This is an optimization exercise on Yosys and OpenROAD, whose aim is small area and a short achievable clock period, not a production implementation.
RTL that was checked went through simulation tests only; none was proved equivalent to the original.
No activity file was given, so power comes from the tool's default toggle rates.

build 48:
// obstacle_field
module obstacle_field #(
    parameter int NUM_OBSTACLES = 10,
    parameter int SCROLL_SPEED  = 4
) (
    input  logic                                                   clk,
    input  logic                                                   rst_n,
    input  logic [1:0]                                             gamemode,
    output logic [playfield_pkg::score_bits-1:0]                   score,
    output logic [NUM_OBSTACLES-1:0][playfield_pkg::x_bits-1:0]    box_left,
    output logic [NUM_OBSTACLES-1:0][playfield_pkg::x_bits-1:0]    box_right,
    output logic [NUM_OBSTACLES-1:0][playfield_pkg::y_bits-1:0]    box_top,
    output logic [NUM_OBSTACLES-1:0][playfield_pkg::y_bits-1:0]    box_bottom
);
Size in the first run: about 370 flip-flops.
export LEC_CHECK = 0
export CAP_MARGIN = 20
export CORE_MARGIN = 2
export CORE_UTILIZATION = 60
export CTS_BUF_LIST = sky130_fd_sc_hd__clkbuf_16
export CTS_CLUSTER_DIAMETER = 80
export CTS_CLUSTER_SIZE = 30
export SLEW_MARGIN = 20
create_clock -name core_clock -period 13.0 [get_ports {clk}]
standard.sh (not shown) runs the stock make flow with config.mk's settings and CLKGATE_MAP_FILE= SYNTH_SCRIPT=/design/flow/synth_recipe.tcl, a recipe that flattens the netlist after the stock synthesis.
==> flow/flow/run.sh <==
#!/bin/bash
# Standard layout, with the smallest buffer on every port, timing repair
# aiming at a shorter period than the constraint asks, and the tie cells of
# the constant outputs paired (one conb_1 drives a HI and a LO port).
set -euo pipefail
export BUFFER_PORTS_ARGS="-buffer_cell sky130_fd_sc_hd__buf_1"
export SETUP_SLACK_MARGIN=9.0
results="$PWD/orfs/results/sky130hd/obstacle_field/base"
bash standard.sh "$results/3_3_place_gp.odb" > standard_place.log 2>&1
TIE_ODB="$results/3_3_place_gp.odb" openroad -no_init -no_splash -exit flow/merge_ties.tcl > merge_ties.log 2>&1
bash standard.sh > standard.log 2>&1
==> flow/flow/merge_ties.tcl <==
# Pair the tie cells that each drive one constant output port: one conb_1 has
# both a HI and a LO pin, so each LO tie cell's port moves to the LO pin of the
# nearest HI tie cell, and the emptied cell is removed.
set odb_file $::env(TIE_ODB)
read_db $odb_file
set block [ord::get_db_block]

proc port_xy {net} {
  set bt [lindex [$net getBTerms] 0]
  set bb [$bt getBBox]
  return [list [expr {([$bb xMin] + [$bb xMax]) / 2}] [expr {([$bb yMin] + [$bb yMax]) / 2}]]
}

set his {}
set los {}
foreach inst [$block getInsts] {
  if {[[$inst getMaster] getName] ne "sky130_fd_sc_hd__conb_1"} { continue }
  set hnet [[$inst findITerm HI] getNet]
  set lnet [[$inst findITerm LO] getNet]
  if {$hnet ne "NULL" && $lnet eq "NULL" && [llength [$hnet getBTerms]] == 1 && [llength [$hnet getITerms]] == 1} {
    lappend his [list $inst [port_xy $hnet]]
  } elseif {$lnet ne "NULL" && $hnet eq "NULL" && [llength [$lnet getBTerms]] == 1 && [llength [$lnet getITerms]] == 1} {
    lappend los [list $inst [port_xy $lnet]]
  }
}
puts "tie cells: [llength $his] HI, [llength $los] LO"

set merged 0
foreach lo $los {
  lassign $lo linst lxy
  set best -1
  set bestd 0
  set i 0
  foreach hi $his {
    lassign $hi hinst hxy
    set d [expr {abs([lindex $hxy 0] - [lindex $lxy 0]) + abs([lindex $hxy 1] - [lindex $lxy 1])}]
    if {$best < 0 || $d < $bestd} { set best $i; set bestd $d }
    incr i
  }
  if {$best < 0} { break }
  set hinst [lindex [lindex $his $best] 0]
  set his [lreplace $his $best $best]
  set it [$linst findITerm LO]
  set net [$it getNet]
  $it disconnect
  [$hinst findITerm LO] connect $net
  odb::dbInst_destroy $linst
  incr merged
  puts "merged [$net getName] at distance [expr {$bestd / 1000.0}] um"
}
puts "merged $merged tie cells"
write_db $odb_file
Here is what was changed in the inputs of build 58 compared with build 48.
--- a/flow/flow/run.sh
+++ b/flow/flow/run.sh
@@ -6,3 +6,3 @@
 export BUFFER_PORTS_ARGS="-buffer_cell sky130_fd_sc_hd__buf_1"
-export SETUP_SLACK_MARGIN=9.0
+export SETUP_SLACK_MARGIN=8.8
 results="$PWD/orfs/results/sky130hd/obstacle_field/base"
==> run summary <==
Build 58 | stages: all done | timing, DRC, antenna: all pass. As of build 58, area of the multi-input gates had fallen by more than 10% compared to build 48. Compared with build 48, in build 58 clock skew went down by 0.0053 ns; portion of total power attributed to combinational logic went down by 1.0 points. Clock period minus worst slack in build 58 is 0.11 ns below build 48. Total power, build 48 and build 58: lower on build 58. On clock insertion delay at the later pin of the skew report, build 48 tracks build 58 almost exactly.
diff inputs: build 58 => build 43
- a change of CAP_MARGIN from 20 to 0
- a change of SLEW_MARGIN from 20 to 0
- an added PLACE_DENSITY of 0.7
Notes after the runs:
Build 43 was carried through to the last stage, and its layout satisfied the timing, design-rule and antenna checks. On final cell count, build 43 and build 58 are neck and neck. Between build 43 and build 58, the static power due to leakage figures differ only marginally. Compared with build 58, in build 43 clock skew neither gained nor lost much; slew at the pin closest to its max-slew limit picked up an extra 0.11 ns; number of enable flip-flop cells after synthesis neither gained nor lost much; clock network fraction of total power picked up an extra 0.2 points; final period utilization neither gained nor lost much. The start point of the critical path comes out obstacle_slots_inst.visible[6] in one run and obstacle_slots_inst.visible[3] in the other, namely in build 58 and build 43 respectively. Post-CTS resize count went up by a few percent going from build 58 to build 43.


build 47:
Another version of the RTL of obstacle_field (not shown whole).
Size in the first run: ~1700 cells after synthesis, roughly 390 flip-flops, roughly 19000 sq um of cells after synthesis.
export LEC_CHECK = 0
export CAP_MARGIN = 20
export CORE_MARGIN = 2
export CORE_UTILIZATION = 60
export CTS_BUF_LIST = sky130_fd_sc_hd__clkbuf_8
export SLEW_MARGIN = 20
create_clock -name core_clock -period 13.0 [get_ports {clk}]
==> flow/flow/run.sh <==
#!/bin/bash
# Standard layout, with the smallest buffer on every port and timing repair
# aiming at a shorter period than the constraint asks.
set -euo pipefail
export BUFFER_PORTS_ARGS="-buffer_cell sky130_fd_sc_hd__buf_1"
export SETUP_SLACK_MARGIN=9.0
bash standard.sh > standard.log 2>&1
Per the final summary, build 47 finished and its layout is clean on timing, DRC and antenna.
Changes in build 13 relative to build 47:
- CTS_CLUSTER_SIZE: unset -> 30
- CTS_BUF_LIST: sky130_fd_sc_hd__clkbuf_8 -> sky130_fd_sc_hd__clkbuf_16
- CTS_CLUSTER_DIAMETER: unset -> 80
==> flow/flow/run.sh <==
#!/bin/bash
# Standard layout, with the smallest buffer on every port and timing repair
# aiming at a shorter period than the constraint asks.
set -euo pipefail
export BUFFER_PORTS_ARGS="-buffer_cell sky130_fd_sc_hd__buf_1"
export SETUP_SLACK_MARGIN=8.8
bash standard.sh > standard.log 2>&1
### Flow results
- Area of all placed cells without fillers: build 13 vs build 47 down 22%
- Cmp build 13 and build 47 / tightest hold margin / higher: build 13
- Compared with build 47, in build 13 combinational power lower, arrival time reported for the critical path endpoint fell 50 ps.
- Compared to build 47, build 13 shows a wider setup margin.
- For build 47, the most frequent standard cell in the layout excluding fill and tap cells was edfxtp_1, unlike build 13, where it was nand2_1.
#### Input delta (build 31 over build 13)
- removing CTS_CLUSTER_SIZE (formerly 30)
- changing CTS_BUF_LIST from sky130_fd_sc_hd__clkbuf_16 to sky130_fd_sc_hd__clkbuf_8
- removing CTS_CLUSTER_DIAMETER (formerly 80)
==> flow/flow/run.sh <==
#!/bin/bash
# Standard layout, with the smallest buffer on every port and timing repair
# aiming at a shorter period than the constraint asks.
set -euo pipefail
export BUFFER_PORTS_ARGS="-buffer_cell sky130_fd_sc_hd__buf_1"
export SETUP_SLACK_MARGIN=8
bash standard.sh > standard.log 2>&1
[summary]
- Build 31 reports its source of the critical timing path as gamemode[1] while build 13 reports obstacle_slots_inst.hidden[6].
- Between build 31 and build 13, the internal reg-to-reg setup slack is higher for build 31.
- For post-placement cell count, build 31 and build 13 come out practically identical.
- Compared build 31 vs build 13, and register area is down in build 31.
- Compared build 31 vs build 13, and part of the power in the clock network is up in build 31.
- Comparing build 31 and build 13, setup slack is lower on build 31.
- Going from build 13 to build 31, routed wire length grew by a few percent.
- A worst setup path category of in -> reg is what build 31 shows, while reg -> out belongs to build 13.
- Build 31 vs build 13, detailed-placement wirelength estimate went up by 0.41%.
- Between build 31 and build 13, the final critical delay including setup and external delays is lower for build 13.
Function was not checked in any run of this note: the RTL went through the layout flow alone.

==> static timing again, ports no longer ideal <==
How much do the figures lean on ideal ports? The routed layouts below were timed once more, with nothing changed but the port constraints.
Step 1 sets driving cells, clkbuf_16 on the clock port and buf_2 on the other inputs (assumed; they add their load-dependent delay and slew).
Step 2 adds t to the input delays and takes it off the output delays; t is the mean of the earliest and latest rising clock arrival at the registers after step 1. Input paths then give back, and output paths get back, about the clock's delay inside the block.
Slacks: ideal / step 1 / step 2; pairs: ideal / step 1.
run	t, ns	setup WS [ns]	worst setup path after step 2	cell pins on the clock port's net
build 48	0.574	8.702 / 8.649 / 8.623	input to register	1
build 58	0.572	8.811 / 8.758 / 8.569	input to register	1
build 43	0.577	8.806 / 8.757 / 8.483	input to register	1
build 47	0.635	8.776 / 8.730 / 8.510	input to register	1
build 13	0.579	8.835 / 8.782 / 8.401	input to register	1
build 31	0.607	8.377 / 8.375 / 7.789	input to register	1
After both steps every run listed still meets setup and hold. The setup slack of build 31, which loses most, moves by -0.002 ns with the drivers and by -0.588 ns with both steps.
